Context: an optimization exercise on an open-source flow, tuned for small area, a short achievable clock period and few clock cycles. The choices shown serve that exercise and are no tape-out recipe.
At most, simulation tests tie the RTL to the original design; equivalence was not proved.

## job 101
==> module csrp_divpipe, before the edit <==
module csrp_divpipe (
	input  logic        clk,
	input  logic        arst_n,
	input  logic        in_valid,
	output logic        in_ready,
	input  logic [1:0]  in_clk,
	input  logic [27:0] in_f,
	input  logic [25:0] xtn,
	output logic        out_valid,
	input  logic        out_ready,
	output logic [25:0] out_r,
	output logic [12:0] out_s,
	output logic [9:0]  out_m,
	output logic [1:0]  out_c
);
	logic        a_busy;
	logic        a_rdy;
	logic [3:0]  a_cnt;
	logic [3:0]  a_cnt_n;
	logic [28:0] a_f;
	logic [27:0] a_e;
	logic [9:0]  a_q;
	logic [1:0]  a_c;
	logic        a_done;
	logic        a_hand;
	logic [27:0] a_fcl;
	logic        a_nb;
	logic        a_nb_q;
	logic [29:0] a_a;
	logic [29:0] a_b;
	logic [29:0] a_s;
	logic        a_ge;
	logic        b1_busy;
	logic [3:0]  b1_cnt;
	logic [25:0] b1_r;
	logic [12:0] b1_s;
	logic [9:0]  b1_m;
	logic [1:0]  b1_c;
	logic        b1_done;
	logic        b1_hand;
	logic [26:0] b1_t;
	logic [27:0] b1_d;
	assign in_ready = a_rdy;
	assign a_done   = a_busy && (a_cnt == 4'd12);
	assign a_hand   = a_done && !b1_busy;
	always_comb begin
		a_fcl = a_f[27:0];
		if (a_f[27:0] < FREQ_MIN) a_fcl = FREQ_MIN;
		if (a_f[27:0] > FREQ_MAX) a_fcl = FREQ_MAX;
	end
	always_comb begin
		if (!a_busy || a_hand) a_cnt_n = 4'd0;
		else if (!a_done)      a_cnt_n = a_cnt + 4'd1;
		else                   a_cnt_n = a_cnt;
	end
	always_comb begin
		case (a_cnt_n)
			4'd2:    a_nb = !HALF_VCO_M1[9];
			4'd3:    a_nb = !HALF_VCO_M1[8];
			4'd4:    a_nb = !HALF_VCO_M1[7];
			4'd5:    a_nb = !HALF_VCO_M1[6];
			4'd6:    a_nb = !HALF_VCO_M1[5];
			4'd7:    a_nb = !HALF_VCO_M1[4];
			4'd8:    a_nb = !HALF_VCO_M1[3];
			4'd9:    a_nb = !HALF_VCO_M1[2];
			4'd10:   a_nb = !HALF_VCO_M1[1];
			4'd11:   a_nb = !HALF_VCO_M1[0];
			default: a_nb = HALF_VCO_M1[10];
		endcase
	end
	always_ff @(posedge clk) begin
		a_nb_q <= a_nb;
	end
	assign a_a = {1'b0, a_e, a_nb_q};
	assign a_b = ~{1'b0, a_f};
	csrp_add #(.W(30)) u_a_add (.a(a_a), .b(a_b), .ci(1'b1), .s(a_s), .co(a_ge));
	always_ff @(posedge clk or negedge arst_n) begin
		if (!arst_n) begin
			a_busy <= 1'b0;
			a_rdy  <= 1'b1;
			a_cnt  <= '0;
		end else begin
			if (!a_busy) begin
				a_busy <= in_valid;
				a_rdy  <= !in_valid;
			end else if (a_hand) begin
				a_busy <= 1'b0;
				a_rdy  <= 1'b1;
			end
			a_cnt <= a_cnt_n;
		end
	end
	always_ff @(posedge clk) begin
		if (!a_busy) begin
			a_f <= {1'b0, in_f};
			a_c <= (in_clk == 2'd3) ? 2'd2 : in_clk;
		end else if (a_cnt == 4'd0) begin
			a_f <= ~{1'b0, a_fcl};
		end else if (a_cnt == 4'd1) begin
			a_f <= ~a_f;
		end else if (a_cnt == 4'd11) begin
			a_f <= VCO_OFS_N;
		end
		if (a_cnt == 4'd0) begin
			a_e <= INIT_E;
		end else if (!a_done) begin
			a_e <= a_ge ? a_s[27:0] : a_a[27:0];
			a_q <= {a_q[8:0], !a_ge};
		end
	end
	assign b1_done = b1_busy && (b1_cnt == 4'd13);
	assign b1_hand = b1_done && out_ready;
	assign b1_t    = {b1_r, b1_s[12]};
	logic        b1_ge;
	logic [26:0] b1_dd;
	csrp_add #(.W(27)) u_b1_sub (.a(b1_t), .b({1'b1, xtn}), .ci(1'b1), .s(b1_dd), .co(b1_ge));
	assign b1_d    = {!b1_ge, b1_dd};
	always_ff @(posedge clk or negedge arst_n) begin
		if (!arst_n) begin
			b1_busy <= 1'b0;
			b1_cnt  <= '0;
		end else begin
			if (a_hand) begin
				b1_busy <= 1'b1;
				b1_cnt  <= '0;
			end else if (b1_hand) begin
				b1_busy <= 1'b0;
			end else if (b1_busy && !b1_done) begin
				b1_cnt <= b1_cnt + 4'd1;
			end
		end
	end
	always_ff @(posedge clk) begin
		if (a_hand) begin
			b1_r <= {3'b0, a_s[29:7]};
			b1_s <= {a_s[6:1], 7'b0};
			b1_m <= a_q - 10'd1;
			b1_c <= a_c;
		end else if (b1_busy && !b1_done) begin
			b1_r <= b1_d[27] ? b1_t[25:0] : b1_d[25:0];
			b1_s <= {b1_s[11:0], !b1_d[27]};
		end
	end
	assign out_valid = b1_done;
	assign out_r     = b1_r;
	assign out_s     = b1_s;
	assign out_m     = b1_m;
	assign out_c     = b1_c;
endmodule
==> flow/config.mk <==
export PLATFORM = sky130hd
export DESIGN_NAME = clock_synth_register_planner_top
export DESIGN_NICKNAME = clock_synth_register_planner_top
export VERILOG_FILES = /design/flow/design.v
export SDC_FILE = /design/flow/constraint.sdc
export NUM_CORES = 4
export LEC_CHECK = 0
export CAP_MARGIN = 20
export CORE_MARGIN = 2
export CORE_UTILIZATION = 60
export CTS_CLUSTER_DIAMETER = 90
export CTS_CLUSTER_SIZE = 22
export PLACE_DENSITY = 0.72
export SETUP_SLACK_MARGIN = 4.0
export SLEW_MARGIN = 20
==> flow/constraint.sdc <==
create_clock -name core_clock -period 7.0 [get_ports {clk}]
set_input_delay 1.4000 -clock core_clock [delete_from_list [all_inputs] [get_ports {clk}]]
set_output_delay 1.4000 -clock core_clock [all_outputs]
set_load 0.01 [all_outputs]
standard.sh (not shown) runs the stock make flow with config.mk's settings and CLKGATE_MAP_FILE= SYNTH_SCRIPT=/design/flow/synth_recipe.tcl, a recipe that flattens the netlist after the stock synthesis.
==> flow/flow/run.sh <==
#!/bin/bash
# The standard layout, with the port buffers placed as buf_2 cells (the
# default pick is the larger, slower clkdlybuf4s50_1). Each tool's output
# goes to standard.log in the run folder (ORFS keeps per-step logs too).
set -euo pipefail
export BUFFER_PORTS_ARGS="-buffer_cell sky130_fd_sc_hd__buf_2"
bash standard.sh > standard.log 2>&1
--- input diff job 101..job 102 ---
--- a/flow/design.v
+++ b/flow/design.v
@@ -9,7 +9,6 @@
 	localparam logic [XTAL_W-1:0] XTAL_RESET = XTAL_W'(25000000);
 	localparam logic [28:0] HALF_VCO_M1 = 29'd324999999;
 	localparam logic [28:0] VCO_OFS_N   = 29'h1941C980;
-	localparam logic [27:0] INIT_E      = 28'd268276764;
 endpackage
 module csrp_add #(
 	parameter int W = 8
@@ -63,7 +62,6 @@
 	output logic [1:0]  out_c
 );
 	logic        a_busy;
-	logic        a_rdy;
 	logic [3:0]  a_cnt;
 	logic [3:0]  a_cnt_n;
 	logic [28:0] a_f;
@@ -75,6 +73,7 @@
 	logic [27:0] a_fcl;
 	logic        a_nb;
 	logic        a_nb_q;
+	logic        a_init_q;
 	logic [29:0] a_a;
 	logic [29:0] a_b;
 	logic [29:0] a_s;
@@ -89,7 +88,7 @@
 	logic        b1_hand;
 	logic [26:0] b1_t;
 	logic [27:0] b1_d;
-	assign in_ready = a_rdy;
+	assign in_ready = !a_busy;
 	assign a_done   = a_busy && (a_cnt == 4'd12);
 	assign a_hand   = a_done && !b1_busy;
 	always_comb begin
@@ -118,7 +117,8 @@
 		endcase
 	end
 	always_ff @(posedge clk) begin
-		a_nb_q <= a_nb;
+		a_nb_q   <= a_nb;
+		a_init_q <= (a_cnt_n == 4'd1);
 	end
 	assign a_a = {1'b0, a_e, a_nb_q};
 	assign a_b = ~{1'b0, a_f};
@@ -126,16 +126,10 @@
 	always_ff @(posedge clk or negedge arst_n) begin
 		if (!arst_n) begin
 			a_busy <= 1'b0;
-			a_rdy  <= 1'b1;
 			a_cnt  <= '0;
 		end else begin
-			if (!a_busy) begin
-				a_busy <= in_valid;
-				a_rdy  <= !in_valid;
-			end else if (a_hand) begin
-				a_busy <= 1'b0;
-				a_rdy  <= 1'b1;
-			end
+			if (!a_busy) a_busy <= in_valid;
+			else if (a_hand) a_busy <= 1'b0;
 			a_cnt <= a_cnt_n;
 		end
 	end
@@ -144,14 +138,14 @@
 			a_f <= {1'b0, in_f};
 			a_c <= (in_clk == 2'd3) ? 2'd2 : in_clk;
 		end else if (a_cnt == 4'd0) begin
-			a_f <= ~{1'b0, a_fcl};
-		end else if (a_cnt == 4'd1) begin
-			a_f <= ~a_f;
+			a_f <= {1'b0, a_fcl};
 		end else if (a_cnt == 4'd11) begin
 			a_f <= VCO_OFS_N;
 		end
 		if (a_cnt == 4'd0) begin
-			a_e <= INIT_E;
+			a_e <= HALF_VCO_M1[28:11];
+		end else if (a_init_q) begin
+			a_e <= ~a_s[27:0];
 		end else if (!a_done) begin
 			a_e <= a_ge ? a_s[27:0] : a_a[27:0];
 			a_q <= {a_q[8:0], !a_ge};
==> comparison <==
- The higher flip-flop and latch share of the layout cell area of job 102 and job 101 is in job 102.
- Job 102 -> job 101: clock buffer count delta 0, exact match
- Job 102 | status: complete | timing, DRC, antenna: pass
- Job 101 finished end to end and its layout was clean on timing, DRC and antenna.
- Job 102: share of the clock period used by the worst path after layout 0.78 points below job 101
- In job 102, the layout overhead on the synthesized area came out 1.9 points below the value in job 101.
- On netlist area before placement, job 102 does better than job 101.
Testbench counts of job 102, summed over its fixed seeds: cycles 8,984.
No functional check of the RTL was part of job 101.

## oak
Another version of the RTL of clock_synth_register_planner_top (not shown whole).
Size: roughly 1800 cells after synthesis, roughly 290 flip-flops, about 17000 um^2 of cells after synthesis.
==> module csrp_add, before the edit <==
module csrp_add #(
	parameter int W = 8
) (
	input  logic [W-1:0] a,
	input  logic [W-1:0] b,
	input  logic         ci,
	output logic [W-1:0] s,
	output logic         co
);
	localparam int L = (W + 1 <= 2)  ? 1 :
	                   (W + 1 <= 4)  ? 2 :
	                   (W + 1 <= 8)  ? 3 :
	                   (W + 1 <= 16) ? 4 :
	                   (W + 1 <= 32) ? 5 : 6;
	logic [W-1:0] p;
	logic [L:0][W:0] gg;
	logic [L:0][W:0] pp;
	assign p = a ^ b;
	assign gg[0] = {a & b, ci};
	assign pp[0] = {p, 1'b0};
	for (genvar l = 0; l < L; l++) begin : g_lvl
		for (genvar i = 0; i <= W; i++) begin : g_bit
			if (i >= (1 << l)) begin : g_op
				assign gg[l+1][i] = gg[l][i] | (pp[l][i] & gg[l][i - (1 << l)]);
				assign pp[l+1][i] = pp[l][i] & pp[l][i - (1 << l)];
			end else begin : g_pass
				assign gg[l+1][i] = gg[l][i];
				assign pp[l+1][i] = pp[l][i];
			end
		end
	end
	assign s  = p ^ gg[L][W-1:0];
	assign co = gg[L][W];
endmodule
make LEC_CHECK=0 CAP_MARGIN=20 CORE_MARGIN=2 CORE_UTILIZATION=60 PLACE_DENSITY=0.72 SETUP_SLACK_MARGIN=4.0 SLEW_MARGIN=20 finish   # period 7.0 ns
run.sh (not shown) runs the stock make flow with config.mk's settings and CLKGATE_MAP_FILE= SYNTH_SCRIPT=/design/flow/synth_recipe.tcl, a recipe that flattens the netlist after the stock synthesis.
Stock flow here: none of the scripts above is used.
## Diff of input files: pine against oak
--- a/flow/design.v
+++ b/flow/design.v
@@ -31,11 +31,12 @@
 	assign gg[0] = {a & b, ci};
 	assign pp[0] = {p, 1'b0};
 	for (genvar l = 0; l < L; l++) begin : g_lvl
 		for (genvar i = 0; i <= W; i++) begin : g_bit
-			if (i >= (1 << l)) begin : g_op
-				assign gg[l+1][i] = gg[l][i] | (pp[l][i] & gg[l][i - (1 << l)]);
-				assign pp[l+1][i] = pp[l][i] & pp[l][i - (1 << l)];
+			if (((i >> l) & 1) == 1) begin : g_op
+				localparam int J = ((i >> l) << l) - 1;
+				assign gg[l+1][i] = gg[l][i] | (pp[l][i] & gg[l][J]);
+				assign pp[l+1][i] = pp[l][i] & pp[l][J];
 			end else begin : g_pass
 				assign gg[l+1][i] = gg[l][i];
 				assign pp[l+1][i] = pp[l][i];
 			end
--- outcome ---
Compared oak against pine; sequential cell area in the final layout within noise.
Fmax delta for pine relative to oak: 18 MHz higher
pine vs. oak: filler-free cell count of the finished design -7.3%; area of the mapped netlist -3.4%; number of inserted diodes ~0 delta.
Compared with oak, pine shows a lower layout-stage area growth over the synthesis result.
Of the two values seen for critical path launch point, u_divpipe.a_f[13] was produced by pine and u_divpipe.a_f[0] by oak.
Testbench counts of pine, summed over its fixed seeds: cycles 8,984.
Function not checked in oak: the RTL went through the layout flow alone.

clock_synth_register_planner_top, a different RTL version from the one above (not shown whole).
For scale: about 1600 cells after synthesis, ~290 flip-flops, roughly 80 I/O pins, ~16000 sq um of cells after synthesis.
==> module csrp_divpipe, before the edit <==
module csrp_divpipe (
	input  logic        clk,
	input  logic        arst_n,
	input  logic        in_valid,
	output logic        in_ready,
	input  logic [1:0]  in_clk,
	input  logic [27:0] in_f,
	input  logic [25:0] xtn,
	output logic        out_valid,
	input  logic        out_ready,
	output logic [25:0] out_r,
	output logic [12:0] out_s,
	output logic [9:0]  out_m,
	output logic [1:0]  out_c
);
	logic        a_busy;
	logic [3:0]  a_cnt;
	logic [3:0]  a_cnt_n;
	logic [28:0] a_f;
	logic [27:0] a_e;
	logic [9:0]  a_q;
	logic [1:0]  a_c;
	logic        a_done;
	logic        a_hand;
	logic [27:0] a_fcl;
	logic        a_nb;
	logic        a_nb_q;
	logic [28:0] a_a;
	logic [28:0] a_b;
	logic [28:0] a_s;
	logic        a_ge;
	logic        b1_busy;
	logic [3:0]  b1_cnt;
	logic [25:0] b1_r;
	logic [12:0] b1_s;
	logic [9:0]  b1_m;
	logic [1:0]  b1_c;
	logic        b1_done;
	logic        b1_hand;
	logic [26:0] b1_t;
	logic [27:0] b1_d;
	assign in_ready = !a_busy;
	assign a_done   = a_busy && (a_cnt == 4'd12);
	assign a_hand   = a_done && !b1_busy;
	always_comb begin
		a_fcl = a_f[27:0];
		if (a_f[27:0] < FREQ_MIN) a_fcl = FREQ_MIN;
		if (a_f[27:0] > FREQ_MAX) a_fcl = FREQ_MAX;
	end
	always_comb begin
		if (!a_busy || a_hand) a_cnt_n = 4'd0;
		else if (!a_done)      a_cnt_n = a_cnt + 4'd1;
		else                   a_cnt_n = a_cnt;
	end
	always_comb begin
		case (a_cnt_n)
			4'd2:    a_nb = !HALF_VCO_M1[9];
			4'd3:    a_nb = !HALF_VCO_M1[8];
			4'd4:    a_nb = !HALF_VCO_M1[7];
			4'd5:    a_nb = !HALF_VCO_M1[6];
			4'd6:    a_nb = !HALF_VCO_M1[5];
			4'd7:    a_nb = !HALF_VCO_M1[4];
			4'd8:    a_nb = !HALF_VCO_M1[3];
			4'd9:    a_nb = !HALF_VCO_M1[2];
			4'd10:   a_nb = !HALF_VCO_M1[1];
			4'd11:   a_nb = !HALF_VCO_M1[0];
			default: a_nb = HALF_VCO_M1[10];
		endcase
	end
	always_ff @(posedge clk) begin
		a_nb_q <= a_nb;
	end
	assign a_a = {a_e, a_nb_q};
	assign a_b = ~a_f;
	csrp_add #(.W(29)) u_a_add (.a(a_a), .b(a_b), .ci(1'b1), .s(a_s), .co(a_ge));
	always_ff @(posedge clk or negedge arst_n) begin
		if (!arst_n) begin
			a_busy <= 1'b0;
			a_cnt  <= '0;
		end else begin
			if (!a_busy) a_busy <= in_valid;
			else if (a_hand) a_busy <= 1'b0;
			a_cnt <= a_cnt_n;
		end
	end
	always_ff @(posedge clk) begin
		if (!a_busy) begin
			a_f <= {1'b0, in_f};
			a_c <= (in_clk == 2'd3) ? 2'd2 : in_clk;
		end else if (a_cnt == 4'd0) begin
			a_f <= ~{1'b0, a_fcl};
		end else if (a_cnt == 4'd1) begin
			a_f <= ~a_f;
		end else if (a_cnt == 4'd11) begin
			a_f <= VCO_OFS_N;
		end
		if (a_cnt == 4'd0) begin
			a_e <= INIT_E;
		end else if (!a_done) begin
			a_e <= a_ge ? a_s[27:0] : a_a[27:0];
			a_q <= {a_q[8:0], !a_ge};
		end
	end
	assign b1_done = b1_busy && (b1_cnt == 4'd13);
	assign b1_hand = b1_done && out_ready;
	assign b1_t    = {b1_r, b1_s[12]};
	logic        b1_ge;
	logic [26:0] b1_dd;
	csrp_add #(.W(27)) u_b1_sub (.a(b1_t), .b({1'b1, xtn}), .ci(1'b1), .s(b1_dd), .co(b1_ge));
	assign b1_d    = {!b1_ge, b1_dd};
	always_ff @(posedge clk or negedge arst_n) begin
		if (!arst_n) begin
			b1_busy <= 1'b0;
			b1_cnt  <= '0;
		end else begin
			if (a_hand) begin
				b1_busy <= 1'b1;
				b1_cnt  <= '0;
			end else if (b1_hand) begin
				b1_busy <= 1'b0;
			end else if (b1_busy && !b1_done) begin
				b1_cnt <= b1_cnt + 4'd1;
			end
		end
	end
	always_ff @(posedge clk) begin
		if (a_hand) begin
			b1_r <= {3'b0, !a_ge, a_s[28:7]};
			b1_s <= {a_s[6:1], 7'b0};
			b1_m <= a_q - 10'd1;
			b1_c <= a_c;
		end else if (b1_busy && !b1_done) begin
			b1_r <= b1_d[27] ? b1_t[25:0] : b1_d[25:0];
			b1_s <= {b1_s[11:0], !b1_d[27]};
		end
	end
	assign out_valid = b1_done;
	assign out_r     = b1_r;
	assign out_s     = b1_s;
	assign out_m     = b1_m;
	assign out_c     = b1_c;
endmodule
==> module clock_synth_register_planner_top, before the edit <==
module clock_synth_register_planner_top (
	input  logic                        clk,
	input  logic                        arst_n,
	input  logic                        req_valid,
	output logic                        req_ready,
	input  logic [csrp_pkg::CLK_W-1:0]  req_clock_index,
	input  logic [csrp_pkg::FREQ_W-1:0] req_out_frequency,
	output logic                        wr_valid,
	input  logic                        wr_ready,
	output logic [7:0]                  wr_reg_address,
	output logic [7:0]                  wr_reg_value,
	output logic                        wr_final_write,
	input  logic                        xtal_we,
	input  logic [csrp_pkg::XTAL_W-1:0] xtal_data
);
	logic [XTAL_W-1:0] xtal_q;
	logic [XTAL_W-1:0] xtal_cl;
	logic [XTAL_W-1:0] xtal_n;
	logic              plan_valid;
	logic              plan_ready;
	logic [25:0]       plan_r;
	logic [12:0]       plan_s;
	logic [9:0]        plan_m;
	logic [1:0]        plan_c;
	always_comb begin
		xtal_cl = xtal_q;
		if (xtal_q < XTAL_MIN) xtal_cl = XTAL_MIN;
		if (xtal_q > XTAL_MAX) xtal_cl = XTAL_MAX;
	end
	always_ff @(posedge clk or negedge arst_n) begin
		if (!arst_n) begin
			xtal_q <= XTAL_RESET;
		end else if (xtal_we) begin
			xtal_q <= xtal_data;
		end else begin
			xtal_q <= xtal_cl;
		end
	end
	always_ff @(posedge clk) begin
		xtal_n <= ~xtal_q;
	end
	csrp_divpipe u_divpipe (
		.clk       (clk),
		.arst_n    (arst_n),
		.in_valid  (req_valid),
		.in_ready  (req_ready),
		.in_clk    (req_clock_index),
		.in_f      (req_out_frequency),
		.xtn       (xtal_n),
		.out_valid (plan_valid),
		.out_ready (plan_ready),
		.out_r     (plan_r),
		.out_s     (plan_s),
		.out_m     (plan_m),
		.out_c     (plan_c)
	);
	csrp_serializer u_serializer (
		.clk            (clk),
		.arst_n         (arst_n),
		.in_valid       (plan_valid),
		.in_ready       (plan_ready),
		.xtn            (xtal_n),
		.in_r           (plan_r),
		.in_s           (plan_s),
		.in_m           (plan_m),
		.in_c           (plan_c),
		.wr_valid       (wr_valid),
		.wr_ready       (wr_ready),
		.wr_reg_address (wr_reg_address),
		.wr_reg_value   (wr_reg_value),
		.wr_final_write (wr_final_write)
	);
endmodule
export LEC_CHECK = 0
export CAP_MARGIN = 20
export CORE_MARGIN = 2
export CORE_UTILIZATION = 60
export CTS_CLUSTER_DIAMETER = 90
export CTS_CLUSTER_SIZE = 22
export PLACE_DENSITY = 0.72
export SETUP_SLACK_MARGIN = 4.0
export SLEW_MARGIN = 20
create_clock -name core_clock -period 7.0 [get_ports {clk}]
standard.sh (not shown) runs the stock make flow with config.mk's settings and CLKGATE_MAP_FILE= SYNTH_SCRIPT=/design/flow/synth_recipe.tcl, a recipe that flattens the netlist after the stock synthesis.
Scripts as last shown in full above: flow/flow/run.sh
Edit:
--- a/flow/design.v
+++ b/flow/design.v
@@ -6,13 +6,12 @@
 	localparam logic [FREQ_W-1:0] FREQ_MAX   = FREQ_W'(225000000);
 	localparam logic [XTAL_W-1:0] XTAL_MIN   = XTAL_W'(10000000);
 	localparam logic [XTAL_W-1:0] XTAL_MAX   = XTAL_W'(40000000);
 	localparam logic [XTAL_W-1:0] XTAL_RESET = XTAL_W'(25000000);
 	localparam logic [28:0] HALF_VCO_M1 = 29'd324999999;
 	localparam logic [28:0] VCO_OFS_N   = 29'h1941C980;
-	localparam logic [27:0] INIT_E      = 28'd268276764;
 endpackage
 module csrp_add #(
 	parameter int W = 8
 ) (
 	input  logic [W-1:0] a,
 	input  logic [W-1:0] b,
@@ -60,38 +59,40 @@
 	output logic [25:0] out_r,
 	output logic [12:0] out_s,
 	output logic [9:0]  out_m,
 	output logic [1:0]  out_c
 );
 	logic        a_busy;
+	logic        a_rdy;
 	logic [3:0]  a_cnt;
 	logic [3:0]  a_cnt_n;
 	logic [28:0] a_f;
 	logic [27:0] a_e;
 	logic [9:0]  a_q;
 	logic [1:0]  a_c;
 	logic        a_done;
 	logic        a_hand;
 	logic [27:0] a_fcl;
 	logic        a_nb;
 	logic        a_nb_q;
-	logic [28:0] a_a;
-	logic [28:0] a_b;
-	logic [28:0] a_s;
+	logic        a_init_q;
+	logic [29:0] a_a;
+	logic [29:0] a_b;
+	logic [29:0] a_s;
 	logic        a_ge;
 	logic        b1_busy;
 	logic [3:0]  b1_cnt;
 	logic [25:0] b1_r;
 	logic [12:0] b1_s;
 	logic [9:0]  b1_m;
 	logic [1:0]  b1_c;
 	logic        b1_done;
 	logic        b1_hand;
 	logic [26:0] b1_t;
 	logic [27:0] b1_d;
-	assign in_ready = !a_busy;
+	assign in_ready = a_rdy;
 	assign a_done   = a_busy && (a_cnt == 4'd12);
 	assign a_hand   = a_done && !b1_busy;
 	always_comb begin
 		a_fcl = a_f[27:0];
 		if (a_f[27:0] < FREQ_MIN) a_fcl = FREQ_MIN;
 		if (a_f[27:0] > FREQ_MAX) a_fcl = FREQ_MAX;
@@ -114,40 +115,47 @@
 			4'd10:   a_nb = !HALF_VCO_M1[1];
 			4'd11:   a_nb = !HALF_VCO_M1[0];
 			default: a_nb = HALF_VCO_M1[10];
 		endcase
 	end
 	always_ff @(posedge clk) begin
-		a_nb_q <= a_nb;
+		a_nb_q   <= a_nb;
+		a_init_q <= (a_cnt_n == 4'd1);
 	end
-	assign a_a = {a_e, a_nb_q};
-	assign a_b = ~a_f;
-	csrp_add #(.W(29)) u_a_add (.a(a_a), .b(a_b), .ci(1'b1), .s(a_s), .co(a_ge));
+	assign a_a = {1'b0, a_e, a_nb_q};
+	assign a_b = ~{1'b0, a_f};
+	csrp_add #(.W(30)) u_a_add (.a(a_a), .b(a_b), .ci(1'b1), .s(a_s), .co(a_ge));
 	always_ff @(posedge clk or negedge arst_n) begin
 		if (!arst_n) begin
 			a_busy <= 1'b0;
+			a_rdy  <= 1'b1;
 			a_cnt  <= '0;
 		end else begin
-			if (!a_busy) a_busy <= in_valid;
-			else if (a_hand) a_busy <= 1'b0;
+			if (!a_busy) begin
+				a_busy <= in_valid;
+				a_rdy  <= !in_valid;
+			end else if (a_hand) begin
+				a_busy <= 1'b0;
+				a_rdy  <= 1'b1;
+			end
 			a_cnt <= a_cnt_n;
 		end
 	end
 	always_ff @(posedge clk) begin
 		if (!a_busy) begin
 			a_f <= {1'b0, in_f};
 			a_c <= (in_clk == 2'd3) ? 2'd2 : in_clk;
 		end else if (a_cnt == 4'd0) begin
-			a_f <= ~{1'b0, a_fcl};
-		end else if (a_cnt == 4'd1) begin
-			a_f <= ~a_f;
+			a_f <= {1'b0, a_fcl};
 		end else if (a_cnt == 4'd11) begin
 			a_f <= VCO_OFS_N;
 		end
 		if (a_cnt == 4'd0) begin
-			a_e <= INIT_E;
+			a_e <= HALF_VCO_M1[28:11];
+		end else if (a_init_q) begin
+			a_e <= ~a_s[27:0];
 		end else if (!a_done) begin
 			a_e <= a_ge ? a_s[27:0] : a_a[27:0];
 			a_q <= {a_q[8:0], !a_ge};
 		end
 	end
 	assign b1_done = b1_busy && (b1_cnt == 4'd13);
@@ -171,13 +179,13 @@
 				b1_cnt <= b1_cnt + 4'd1;
 			end
 		end
 	end
 	always_ff @(posedge clk) begin
 		if (a_hand) begin
-			b1_r <= {3'b0, !a_ge, a_s[28:7]};
+			b1_r <= {3'b0, a_s[29:7]};
 			b1_s <= {a_s[6:1], 7'b0};
 			b1_m <= a_q - 10'd1;
 			b1_c <= a_c;
 		end else if (b1_busy && !b1_done) begin
 			b1_r <= b1_d[27] ? b1_t[25:0] : b1_d[25:0];
 			b1_s <= {b1_s[11:0], !b1_d[27]};
@@ -378,18 +386,16 @@
 	end
 	always_ff @(posedge clk or negedge arst_n) begin
 		if (!arst_n) begin
 			xtal_q <= XTAL_RESET;
 		end else if (xtal_we) begin
 			xtal_q <= xtal_data;
-		end else begin
-			xtal_q <= xtal_cl;
 		end
 	end
 	always_ff @(posedge clk) begin
-		xtal_n <= ~xtal_q;
+		xtal_n <= ~xtal_cl;
 	end
 	csrp_divpipe u_divpipe (
 		.clk       (clk),
 		.arst_n    (arst_n),
 		.in_valid  (req_valid),
 		.in_ready  (req_ready),
Effect: Setup slack gets better by 130 ps. Global-route usage came out higher by 0.52 points. Synthesized area came out higher by 3.4%. Cell area came out higher by 1.4%. Worst hold slack is about the same. Non-clock buffer count came out lower by 24. Synthesized cell count came out higher by 0.43%.
No run of this note included a check of the RTL's function; only the layout flow was run.

==> static timing again, ports no longer ideal <==
The results above use ideal ports. As a check the final layouts listed here were re-extracted and re-timed, cells and wires unchanged. Step 1 sets driving cells, clkbuf_16 on the clock port and buf_2 on the other inputs (assumed; they add their load-dependent delay and slew). Step 2 also shifts input and output timing later by t, the mid clock arrival at the registers, as if the neighbouring blocks saw the same clock. Slacks: no drivers / after step 1 / after step 2; pairs: no drivers / after step 1.
run | t, ns | setup slack, ns | worst hold slack (ns) | worst setup path after step 2
job 101 | 0.566 | 3.984 / 3.984 / 3.984 | 0.422 / 0.422 / 0.422 | register to register
job 102 | 0.556 | 4.039 / 4.039 / 4.039 | 0.422 / 0.422 / 0.422 | register to register
oak | 0.627 | 3.819 / 3.819 / 3.755 | 0.416 / 0.416 / 0.416 | input to register
pine | 0.605 | 3.994 / 3.994 / 3.704 | 0.417 / 0.417 / 0.417 | input to register
the first run of note 3 | 0.557 | 3.866 / 3.866 / 3.866 | 0.424 / 0.424 / 0.424 | register to register
the second run of note 3 | 0.555 | 3.996 / 3.996 / 3.996 | 0.422 / 0.422 / 0.422 | register to register
After both steps every run listed still meets setup and hold. The setup slack of pine, which loses most, moves by 0.000 ns with the drivers and by -0.290 ns with both steps.
